Source: an optimization exercise on an open RTL-to-GDS flow (aim: small area). Production flows keep margins and buffers that such runs may drop. In this exercise RTL edits were held to simulation tests only and were not proved equivalent to the original.

==> inputs of run a <==
==> flow/design.v <==
package overlay_pkg;
    localparam int COORD_W = 16;
    typedef logic [COORD_W-1:0] coord_t;     
    typedef struct packed {
        coord_t x0;                          
        coord_t y0;                          
        coord_t x1;                          
        coord_t y1;                          
    } box_t;
    typedef logic [15:0] rgb565_t;           
    localparam int BYTES_PER_BOX = 8;        
    localparam int BORDER_MARGIN = 2;        
    localparam logic [7:0] MARK_R = 8'd255;
    localparam logic [7:0] MARK_G = 8'd0;
    localparam logic [7:0] MARK_B = 8'd0;
endpackage
`timescale 1ns/1ps
module video_timing (
    input  logic        pix_clk,
    input  logic        rst_n_i,
    output logic [11:0] k_o,
    output logic        kwrap_o,     
    output logic [9:0]  u_o,
    output logic        de_o,
    output logic        hs_o,
    output logic        vs_o
);
    logic signed [11:0] k;
    logic [9:0]         u;
    logic               kwrap;
    logic               late;        
    assign kwrap = (k == 12'sd1301);
    assign late  = (k <= 12'sd1);
    always_ff @(posedge pix_clk or negedge rst_n_i)
    begin
        if (!rst_n_i)
        begin
            k <= 12'sd1;
            u <= 10'd0;
        end
        else
        begin
            k <= kwrap ? -12'sd348 : k + 12'sd1;
            if (kwrap)
                u <= (u == 10'd749) ? 10'd0 : u + 10'd1;
        end
    end
    assign k_o     = k;
    assign kwrap_o = kwrap;
    assign u_o     = u;
    assign de_o    = (k >= 12'sd2) && (k <= 12'sd1281) && (u < 10'd720);
    assign hs_o    = (k >= -12'sd258) && (k < -12'sd218);
    assign vs_o    = late ? ((u >= 10'd726) && (u <= 10'd730))
                          : ((u >= 10'd725) && (u <= 10'd729));
endmodule
`timescale 1ns/1ps
module box_loader #(
    parameter int NUM_BOXES = 24
) (
    input  logic        pix_clk,
    input  logic        rst_n_i,
    input  logic        rx_valid_i,
    input  logic [7:0]  rx_byte_i,
    output logic        pend_o,      
    output logic [4:0]  spos_o,      
    output logic        land_o,      
    output logic [41:0] st_o         
);
    localparam logic [4:0] LAST = 5'(NUM_BOXES - 1);
    logic [2:0]  byte_cnt;
    logic [3:0]  hi_q;           
    logic [10:0] x0_q;
    logic [9:0]  y0_q;
    logic [10:0] x1_q;
    logic [10:0] raw;
    logic [10:0] xc;
    logic [9:0]  yc;
    logic        rec_done;
    logic [41:0] st_q;
    logic [4:0]  opos;
    logic [4:0]  spos;
    logic        pend;
    logic        land;
    function automatic logic [4:0] inc1(input logic [4:0] p);
        inc1 = (p == LAST) ? 5'd0 : p + 5'd1;
    endfunction
    assign raw = {hi_q[2:0], rx_byte_i};
    assign xc  = (hi_q[3] || raw >= 11'd1281) ? 11'd1282 : raw + 11'd1;
    assign yc  = (hi_q[3] || hi_q[2] || raw[9:0] >= 10'd721) ? 10'd722 : raw[9:0] + 10'd1;
    assign rec_done = rx_valid_i && (byte_cnt == 3'd7);
    assign land     = pend && (spos == 5'd7 || spos == 5'd15 || spos == 5'd23);
    always_ff @(posedge pix_clk)
    begin
        if (rx_valid_i)
        begin
            if (!byte_cnt[0])
                hi_q <= {|rx_byte_i[7:3], rx_byte_i[2:0]};
            if (byte_cnt == 3'd1)
                x0_q <= xc;
            if (byte_cnt == 3'd3)
                y0_q <= yc;
            if (byte_cnt == 3'd5)
                x1_q <= xc;
        end
        if (rec_done)
            st_q <= {x0_q, y0_q, x1_q, yc};
    end
    always_ff @(posedge pix_clk or negedge rst_n_i)
    begin
        if (!rst_n_i)
        begin
            byte_cnt <= '0;
            opos     <= '0;
            spos     <= '0;
            pend     <= 1'b0;
        end
        else
        begin
            if (rx_valid_i)
                byte_cnt <= byte_cnt + 3'd1;
            if (rec_done)
            begin
                opos <= inc1(inc1(opos));
                spos <= inc1(opos);
                pend <= 1'b1;
            end
            else
            begin
                opos <= inc1(opos);
                spos <= inc1(spos);
                if (land)
                    pend <= 1'b0;
            end
        end
    end
    assign pend_o = pend;
    assign spos_o = spos;
    assign land_o = land;
    assign st_o   = st_q;
endmodule
`timescale 1ns/1ps
module border_hit #(
    parameter int NUM_BOXES = 24
) (
    input  logic        pix_clk,
    input  logic        rst_n_i,
    input  logic [11:0] k_i,
    input  logic        kwrap_i,
    input  logic [9:0]  u_i,
    input  logic        pend_i,
    input  logic [4:0]  spos_i,
    input  logic        land_i,
    input  logic [41:0] st_i,
    output logic        hit_o
);
    localparam int L    = 8;
    localparam int NSEG = NUM_BOXES / L;
    localparam int EW   = 46;            
    function automatic logic le10(input logic [9:0] a, input logic [9:0] b);
        logic r;
        r = 1'b1;
        for (int i = 0; i < 10; i++)
            r = (~a[i] & b[i]) | ((~a[i] | b[i]) & r);
        le10 = r;
    endfunction
    function automatic logic [1:0] vflags(input logic [9:0] y0, input logic [9:0] y1,
                                          input logic [9:0] u, input logic [9:0] u2);
        logic a0, c0, b1, a1;
        a0 = le10(y0, u2);       
        c0 = le10(u, y0);        
        b1 = le10(u, y1);        
        a1 = le10(y1, u2);       
        vflags = {(a0 && c0) || (a1 && b1), a0 && b1};
    endfunction
    function automatic logic ent_hit(input logic [11:0] z, input logic [11:0] w,
                                     input logic p, input logic q,
                                     input logic [15:0] m_le, input logic [15:0] m_ge,
                                     input logic [15:0] m_win);
        logic a, bw, hx0, hx1;
        a   = z[11] || (~|z[10:4] && m_le[z[3:0]]);      
        bw  = !w[11] && (|w[10:4] || m_ge[w[3:0]]);      
        hx0 = ~|z[11:4] && m_win[z[3:0]];                
        hx1 = ~|w[11:4] && m_win[w[3:0]];                
        ent_hit = (p && a && bw) || (q && (hx0 || hx1));
    endfunction
    function automatic logic [15:0] mask_le(input int c);
        for (int i = 0; i < 16; i++)
            mask_le[i] = (i <= c);
    endfunction
    function automatic logic [15:0] mask_ge(input int c);
        for (int i = 0; i < 16; i++)
            mask_ge[i] = (i >= c);
    endfunction
    logic signed [11:0] k;
    logic [9:0]  u2;
    logic [10:0] st_x0, st_x1;
    logic [9:0]  st_y0, st_y1;
    logic [11:0] dz, dw;
    logic [1:0]  st_pq;
    logic        win;
    logic        st_hit;
    logic [NUM_BOXES-1:0][EW-1:0] e, e_d;
    logic [NUM_BOXES-1:0]         val, val_d;
    logic [NUM_BOXES-1:0]         ent_hits;
    assign k  = k_i;
    assign u2 = u_i + 10'd2;
    assign {st_x0, st_y0, st_x1, st_y1} = st_i;
    assign dz    = {1'b0, st_x0} - k_i + 12'd9;
    assign dw    = {1'b0, st_x1} - k_i + 12'd9;
    assign st_pq = vflags(st_y0, st_y1, u_i, u2);
    assign win = kwrap_i || ((k >= -12'sd348) && (k <= -12'sd342));
    for (genvar s = 0; s < NSEG; s++)
    begin : g_link
        localparam int Q  = s * L;
        localparam int PR = (Q + NUM_BOXES - 1) % NUM_BOXES;
        logic        land_s;
        logic        cf;
        logic [11:0] zin, win_w, zn, wn;
        logic [9:0]  y0in, y1in;
        logic [1:0]  pq;
        assign land_s = land_i && (spos_i == 5'(PR));
        assign zin    = land_s ? dz : e[PR][45:34];
        assign win_w  = land_s ? dw : e[PR][33:22];
        assign y0in   = land_s ? st_y0 : e[PR][21:12];
        assign y1in   = land_s ? st_y1 : e[PR][11:2];
        assign cf     = land_s ? kwrap_i : win;
        assign zn     = zin   + (cf ? 12'd1642 : 12'hff8);
        assign wn     = win_w + (cf ? 12'd1642 : 12'hff8);
        if (s == 0)
        begin : g_v
            assign pq = vflags(y0in, y1in, u_i, u2);
        end
        else
        begin : g_nv
            assign pq = land_s ? st_pq : e[PR][1:0];
        end
        assign e_d[Q]   = {zn, wn, y0in, y1in, pq};
        assign val_d[Q] = val[PR] || land_s;
        for (genvar j = 1; j < L; j++)
        begin : g_mv
            assign e_d[Q+j]   = e[Q+j-1];
            assign val_d[Q+j] = val[Q+j-1];
        end
    end
    always_ff @(posedge pix_clk)
        e <= e_d;
    always_ff @(posedge pix_clk or negedge rst_n_i)
    begin
        if (!rst_n_i)
            val <= '0;
        else
            val <= val_d;
    end
    for (genvar p = 0; p < NUM_BOXES; p++)
    begin : g_hit
        localparam int J = p % L;
        localparam logic [15:0] M_LE  = mask_le(J + 2);
        localparam logic [15:0] M_GE  = mask_ge(J);
        localparam logic [15:0] M_WIN = M_LE & M_GE;
        assign ent_hits[p] = val[p] && !(pend_i && spos_i == 5'(p))
                          && ent_hit(e[p][45:34], e[p][33:22], e[p][1], e[p][0],
                                     M_LE, M_GE, M_WIN);
    end
    assign st_hit = pend_i && ent_hit(dz, dw, st_pq[1], st_pq[0],
                                      mask_le(9), mask_ge(7), mask_le(9) & mask_ge(7));
    assign hit_o = st_hit || (|ent_hits);
endmodule
`timescale 1ns/1ps
module pixel_mixer (
    input  logic                 pix_clk,
    input  logic                 rst_n_i,
    input  logic                 mark_hit_i,
    input  logic                 mark_de_i,
    input  logic                 mark_hs_i,
    input  logic                 mark_vs_i,
    input  overlay_pkg::rgb565_t pix_rgb565_i,
    output logic                 vs_o,
    output logic                 hs_o,
    output logic                 de_o,
    output logic [7:0]           r_o,
    output logic [7:0]           g_o,
    output logic [7:0]           b_o
);
    logic red;
    assign red = mark_hit_i && mark_de_i;
    always_ff @(posedge pix_clk or negedge rst_n_i)
    begin
        if (!rst_n_i)
        begin
            vs_o <= 1'b0;
            hs_o <= 1'b0;
            de_o <= 1'b0;
            r_o  <= '0;
            g_o  <= '0;
            b_o  <= '0;
        end
        else
        begin
            vs_o <= mark_vs_i;
            hs_o <= mark_hs_i;
            de_o <= mark_de_i;
            r_o  <= red ? 8'hff : {pix_rgb565_i[15:11], 3'b000};
            g_o  <= red ? 8'h00 : {pix_rgb565_i[10:5],  2'b00};
            b_o  <= red ? 8'h00 : {pix_rgb565_i[4:0],   3'b000};
        end
    end
endmodule
`timescale 1ns/1ps
module box_overlay_top #(
    parameter int H_ACTIVE  = 1280,
    parameter int H_FRONT   = 110,
    parameter int H_SYNC    = 40,
    parameter int H_BACK    = 220,
    parameter int V_ACTIVE  = 720,
    parameter int V_FRONT   = 5,
    parameter int V_SYNC    = 5,
    parameter int V_BACK    = 20,
    parameter int NUM_BOXES = 24
) (
    input  logic                 pix_clk,
    input  logic                 rst_n_i,
    input  logic                 rx_valid_i,    
    input  logic [7:0]           rx_byte_i,
    input  overlay_pkg::rgb565_t pix_rgb565_i,  
    output logic                 pix_req_o,
    output logic                 vs_o,
    output logic                 hs_o,
    output logic                 de_o,
    output logic [7:0]           r_o,
    output logic [7:0]           g_o,
    output logic [7:0]           b_o
);
    logic [11:0] k;
    logic        kwrap;
    logic [9:0]  u;
    logic        raster_de, raster_hs, raster_vs;
    logic        pend, land;
    logic [4:0]  spos;
    logic [41:0] st;
    logic        hit;
    logic        mark_hit, mark_de, mark_hs, mark_vs;
    video_timing i_video_timing (
        .pix_clk (pix_clk),
        .rst_n_i (rst_n_i),
        .k_o     (k),
        .kwrap_o (kwrap),
        .u_o     (u),
        .de_o    (raster_de),
        .hs_o    (raster_hs),
        .vs_o    (raster_vs)
    );
    assign pix_req_o = raster_de;
    box_loader #(.NUM_BOXES(NUM_BOXES)) i_box_loader (
        .pix_clk    (pix_clk),
        .rst_n_i    (rst_n_i),
        .rx_valid_i (rx_valid_i),
        .rx_byte_i  (rx_byte_i),
        .pend_o     (pend),
        .spos_o     (spos),
        .land_o     (land),
        .st_o       (st)
    );
    border_hit #(.NUM_BOXES(NUM_BOXES)) i_border_hit (
        .pix_clk  (pix_clk),
        .rst_n_i  (rst_n_i),
        .k_i      (k),
        .kwrap_i  (kwrap),
        .u_i      (u),
        .pend_i   (pend),
        .spos_i   (spos),
        .land_i   (land),
        .st_i     (st),
        .hit_o    (hit)
    );
    always_ff @(posedge pix_clk or negedge rst_n_i)
    begin
        if (!rst_n_i)
        begin
            mark_hit <= 1'b0;
            mark_de  <= 1'b0;
            mark_hs  <= 1'b0;
            mark_vs  <= 1'b0;
        end
        else
        begin
            mark_hit <= hit;
            mark_de  <= raster_de;
            mark_hs  <= raster_hs;
            mark_vs  <= raster_vs;
        end
    end
    pixel_mixer i_pixel_mixer (
        .pix_clk      (pix_clk),
        .rst_n_i      (rst_n_i),
        .mark_hit_i   (mark_hit),
        .mark_de_i    (mark_de),
        .mark_hs_i    (mark_hs),
        .mark_vs_i    (mark_vs),
        .pix_rgb565_i (pix_rgb565_i),
        .vs_o         (vs_o),
        .hs_o         (hs_o),
        .de_o         (de_o),
        .r_o          (r_o),
        .g_o          (g_o),
        .b_o          (b_o)
    );
endmodule
==> flow/run.sh <==
#!/bin/bash
# synth_recipe.tcl (not shown) runs the flow's synth.tcl, then flattens the netlist and writes it again
# the make line also repeats each setting of config.mk as NAME=value (left out here)
make -C /OpenROAD-flow-scripts/flow DESIGN_CONFIG=/design/flow/config.mk WORK_HOME=/design/flow/orfs CLKGATE_MAP_FILE= SYNTH_SCRIPT=/design/flow/synth_recipe.tcl finish
==> flow/config.mk <==
export PLATFORM = sky130hd
export DESIGN_NAME = box_overlay_top
export DESIGN_NICKNAME = box_overlay_top
export VERILOG_FILES = /design/flow/design.v
export SDC_FILE = /design/flow/constraint.sdc
export NUM_CORES = 4
export LEC_CHECK = 0
export CAP_MARGIN = 20
export CORE_MARGIN = 2
export CORE_UTILIZATION = 40
export SLEW_MARGIN = 20
==> flow/constraint.sdc <==
create_clock -name core_clock -period 6.0 [get_ports {pix_clk}]
set_input_delay 1.2000 -clock core_clock [delete_from_list [all_inputs] [get_ports {pix_clk}]]
set_output_delay 1.2000 -clock core_clock [all_outputs]
set_load 0.01 [all_outputs]
==> inputs of run b, as changes to run a <==
--- a/flow/design.v
+++ b/flow/design.v
@@ -15,2 +15,12 @@
     localparam logic [7:0] MARK_B = 8'd0;
+    function automatic logic le_u(input logic [11:0] a, input logic [11:0] b);
+        logic r;
+        r = 1'b1;
+        for (int i = 0; i < 12; i++)
+            r = (~a[i] & b[i]) | ((~a[i] | b[i]) & r);
+        le_u = r;
+    endfunction
+    function automatic logic le_s(input logic [11:0] a, input logic [11:0] b);
+        le_s = le_u({~a[11], a[10:0]}, {~b[11], b[10:0]});
+    endfunction
 endpackage
@@ -27,8 +37,8 @@
 );
-    logic signed [11:0] k;
-    logic [9:0]         u;
-    logic               kwrap;
-    logic               late;        
-    assign kwrap = (k == 12'sd1301);
-    assign late  = (k <= 12'sd1);
+    logic [11:0] k;
+    logic [9:0]  u;
+    logic        kwrap;
+    logic        late;               
+    assign kwrap = (k == 12'd1279);
+    assign late  = k[11];
     always_ff @(posedge pix_clk or negedge rst_n_i)
@@ -37,3 +47,3 @@
         begin
-            k <= 12'sd1;
+            k <= 12'hfff;
             u <= 10'd0;
@@ -42,3 +52,3 @@
         begin
-            k <= kwrap ? -12'sd348 : k + 12'sd1;
+            k <= kwrap ? 12'(-370) : k + 12'd1;
             if (kwrap)
@@ -50,6 +60,6 @@
     assign u_o     = u;
-    assign de_o    = (k >= 12'sd2) && (k <= 12'sd1281) && (u < 10'd720);
-    assign hs_o    = (k >= -12'sd258) && (k < -12'sd218);
-    assign vs_o    = late ? ((u >= 10'd726) && (u <= 10'd730))
-                          : ((u >= 10'd725) && (u <= 10'd729));
+    assign de_o    = !late && !overlay_pkg::le_u(12'd720, {2'b00, u});
+    assign hs_o    = overlay_pkg::le_s(12'(-260), k) && overlay_pkg::le_s(k, 12'(-221));
+    assign vs_o    = late ? (overlay_pkg::le_u(12'd726, {2'b00, u}) && overlay_pkg::le_u({2'b00, u}, 12'd730))
+                          : (overlay_pkg::le_u(12'd725, {2'b00, u}) && overlay_pkg::le_u({2'b00, u}, 12'd729));
 endmodule
@@ -66,3 +76,4 @@
     output logic        land_o,      
-    output logic [41:0] st_o         
+    output logic [41:0] st_o,        
+    output logic        vx_o         
 );
@@ -79,4 +90,5 @@
     logic [41:0] st_q;
-    logic [4:0]  opos;
     logic [4:0]  spos;
+    logic [4:0]  nwr;
+    logic [4:0]  dd;
     logic        pend;
@@ -87,4 +99,5 @@
     assign raw = {hi_q[2:0], rx_byte_i};
-    assign xc  = (hi_q[3] || raw >= 11'd1281) ? 11'd1282 : raw + 11'd1;
-    assign yc  = (hi_q[3] || hi_q[2] || raw[9:0] >= 10'd721) ? 10'd722 : raw[9:0] + 10'd1;
+    assign xc  = (hi_q[3] || overlay_pkg::le_u(12'd1281, {1'b0, raw})) ? 11'd1281 : raw;
+    assign yc  = (hi_q[3] || hi_q[2] || overlay_pkg::le_u(12'd721, {2'b00, raw[9:0]}))
+               ? 10'd722 : raw[9:0] + 10'd1;
     assign rec_done = rx_valid_i && (byte_cnt == 3'd7);
@@ -112,4 +125,4 @@
             byte_cnt <= '0;
-            opos     <= '0;
             spos     <= '0;
+            nwr      <= '0;
             pend     <= 1'b0;
@@ -122,5 +135,6 @@
             begin
-                opos <= inc1(inc1(opos));
-                spos <= inc1(opos);
+                spos <= inc1(inc1(spos));
                 pend <= 1'b1;
+                if (nwr != 5'(NUM_BOXES))
+                    nwr <= nwr + 5'd1;
             end
@@ -128,3 +142,2 @@
             begin
-                opos <= inc1(opos);
                 spos <= inc1(spos);
@@ -139,2 +152,4 @@
     assign st_o   = st_q;
+    assign dd   = inc1(inc1(spos));
+    assign vx_o = (nwr == 5'(NUM_BOXES)) || ((dd != 5'd0) && (dd <= nwr));
 endmodule
@@ -153,2 +168,3 @@
     input  logic [41:0] st_i,
+    input  logic        vx_i,
     output logic        hit_o
@@ -157,3 +173,3 @@
     localparam int NSEG = NUM_BOXES / L;
-    localparam int EW   = 46;            
+    localparam int EW   = 44;            
     function automatic logic le10(input logic [9:0] a, input logic [9:0] b);
@@ -202,3 +218,3 @@
     logic [NUM_BOXES-1:0][EW-1:0] e, e_d;
-    logic [NUM_BOXES-1:0]         val, val_d;
+    logic [NUM_BOXES-1:0][1:0]    pq, pq_d;         
     logic [NUM_BOXES-1:0]         ent_hits;
@@ -207,6 +223,6 @@
     assign {st_x0, st_y0, st_x1, st_y1} = st_i;
-    assign dz    = {1'b0, st_x0} - k_i + 12'd9;
-    assign dw    = {1'b0, st_x1} - k_i + 12'd9;
+    assign dz    = {1'b0, st_x0} - k_i + 12'd8;
+    assign dw    = {1'b0, st_x1} - k_i + 12'd8;
     assign st_pq = vflags(st_y0, st_y1, u_i, u2);
-    assign win = kwrap_i || ((k >= -12'sd348) && (k <= -12'sd342));
+    assign win = kwrap_i || (overlay_pkg::le_s(12'(-370), k) && overlay_pkg::le_s(k, 12'(-364)));
     for (genvar s = 0; s < NSEG; s++)
@@ -219,8 +235,8 @@
         logic [9:0]  y0in, y1in;
-        logic [1:0]  pq;
+        logic [1:0]  lpq;
         assign land_s = land_i && (spos_i == 5'(PR));
-        assign zin    = land_s ? dz : e[PR][45:34];
-        assign win_w  = land_s ? dw : e[PR][33:22];
-        assign y0in   = land_s ? st_y0 : e[PR][21:12];
-        assign y1in   = land_s ? st_y1 : e[PR][11:2];
+        assign zin    = land_s ? dz : e[PR][43:32];
+        assign win_w  = land_s ? dw : e[PR][31:20];
+        assign y0in   = land_s ? st_y0 : e[PR][19:10];
+        assign y1in   = land_s ? st_y1 : e[PR][9:0];
         assign cf     = land_s ? kwrap_i : win;
@@ -230,3 +246,3 @@
         begin : g_v
-            assign pq = vflags(y0in, y1in, u_i, u2);
+            assign lpq = vflags(y0in, y1in, u_i, u2) & {2{land_s || vx_i}};
         end
@@ -234,10 +250,10 @@
         begin : g_nv
-            assign pq = land_s ? st_pq : e[PR][1:0];
+            assign lpq = land_s ? st_pq : pq[PR];
         end
-        assign e_d[Q]   = {zn, wn, y0in, y1in, pq};
-        assign val_d[Q] = val[PR] || land_s;
+        assign e_d[Q]  = {zn, wn, y0in, y1in};
+        assign pq_d[Q] = lpq;
         for (genvar j = 1; j < L; j++)
         begin : g_mv
-            assign e_d[Q+j]   = e[Q+j-1];
-            assign val_d[Q+j] = val[Q+j-1];
+            assign e_d[Q+j]  = e[Q+j-1];
+            assign pq_d[Q+j] = pq[Q+j-1];
         end
@@ -249,5 +265,5 @@
         if (!rst_n_i)
-            val <= '0;
+            pq <= '0;
         else
-            val <= val_d;
+            pq <= pq_d;
     end
@@ -259,4 +275,4 @@
         localparam logic [15:0] M_WIN = M_LE & M_GE;
-        assign ent_hits[p] = val[p] && !(pend_i && spos_i == 5'(p))
-                          && ent_hit(e[p][45:34], e[p][33:22], e[p][1], e[p][0],
+        assign ent_hits[p] = !(pend_i && spos_i == 5'(p))
+                          && ent_hit(e[p][43:32], e[p][31:20], pq[p][1], pq[p][0],
                                      M_LE, M_GE, M_WIN);
@@ -339,2 +355,3 @@
     logic [41:0] st;
+    logic        vx;
     logic        hit;
@@ -360,3 +377,4 @@
         .land_o     (land),
-        .st_o       (st)
+        .st_o       (st),
+        .vx_o       (vx)
     );
@@ -372,2 +390,3 @@
         .st_i     (st),
+        .vx_i     (vx),
         .hit_o    (hit)
==> flow/flow/run.sh (new file) <==
#!/bin/bash
# The standard layout (standard.sh, with the standard flow's synthesis script), with
# three changes to how the layout is made:
#  - ABC maps the logic with the area script in flow/abc_area.script (more
#    optimisation, and ABC's area mapper; ABC_AREA=1 is set in config.mk),
#    and adders are left to ABC too instead of being mapped to adder cells
#    first (ADDER_MAP_FILE empty); both touch the combinational logic only,
#    so the registers are the same;
#  - the clock tree is built without dummy loads;
#  - the port buffers are sky130_fd_sc_hd__buf_1.
# The make output goes to flow.log here; each tool's log stays in orfs/logs.
set -euo pipefail
here=$(pwd)
rm -rf "$here/scripts"
cp -r "$FLOW_HOME/scripts" "$here/scripts"
cp "$here/flow/abc_area.script" "$here/scripts/abc_area.script"
export SCRIPTS_DIR="$here/scripts"
export ADDER_MAP_FILE=
export CTS_ARGS="-sink_clustering_enable -repair_clock_nets -dont_use_dummy_load -buf_list sky130_fd_sc_hd__clkbuf_8 -sink_clustering_size 18 -sink_clustering_max_diameter 55"
export BUFFER_PORTS_ARGS="-buffer_cell sky130_fd_sc_hd__buf_1"
bash standard.sh > flow.log 2>&1
==> flow/flow/abc_area.script (new file) <==
strash
dc2
dch -f
amap
mfs3 -ae
strash
dc2
dch -f
amap
mfs3 -ae
topo
stime -c
buffer -c
upsize -c
dnsize -c
==> flow/standard.sh (new file) <==
#!/bin/bash
# synth_recipe.tcl (not shown) runs the flow's synth.tcl, then flattens the netlist and writes it again
# the make line also repeats each setting of config.mk as NAME=value (left out here)
make -C /OpenROAD-flow-scripts/flow DESIGN_CONFIG=/design/flow/config.mk WORK_HOME=/design/flow/orfs CLKGATE_MAP_FILE= SYNTH_SCRIPT=/design/flow/synth_recipe.tcl "${@:-finish}"
--- a/flow/config.mk
+++ b/flow/config.mk
@@ -7,5 +7,9 @@
 export LEC_CHECK = 0
+export ABC_AREA = 1
 export CAP_MARGIN = 20
 export CORE_MARGIN = 2
-export CORE_UTILIZATION = 40
+export CORE_UTILIZATION = 55
+export CTS_BUF_LIST = sky130_fd_sc_hd__clkbuf_8
+export CTS_CLUSTER_DIAMETER = 55
+export CTS_CLUSTER_SIZE = 18
 export SLEW_MARGIN = 20
removed: flow/run.sh
==> summary of the runs <==
Of run b and run a, run a has the higher first-iteration DRC count (gap 23%, measured against run a).
Between run b and run a, the lower non-clock buffer count is in run a (gap 7).
Critical path depth: run b is higher than run a (15).
Between run a and run b, the lower synthesized area is in run b (gap 8.4%, measured against run b).
Via count: run b is smaller than run a (about 8%).
Against run b, the sequential share of layout area of run a is lower by 9.7 points.
Fmax: run a is higher than run b (about 10%).
Count of clock-buffer cells in the layout: run b is lower than run a (83).
In run b the clock skew is higher than in run a, by 54 ps.

## re-timing with driven ports
The flow's constraints put no driver on any port. The routed layouts listed below were extracted and timed again, unchanged, in two steps.
Step 1 (the two cells are an assumption about what drives the block):
set clk [get_ports {pix_clk}]
set_driving_cell -lib_cell sky130_fd_sc_hd__clkbuf_16 $clk
set_driving_cell -lib_cell sky130_fd_sc_hd__buf_2 [delete_from_list [all_inputs] $clk]
Step 2, shift: input delay + t, output delay - t, t = (earliest + latest rising clock arrival at the registers) / 2. This alone moves slack from input paths to output paths.
a / b / c = ideal / step 1 / step 2; a / b = the first two.
run	shift t [ns]	slack for setup (ns)	worst data-port slew with drivers (ns)
run a	0.739	1.493 / 1.493 / 1.493	0.07
run b	0.710	1.064 / 1.064 / 1.064	0.07
After both steps setup and hold are still met in every run listed.
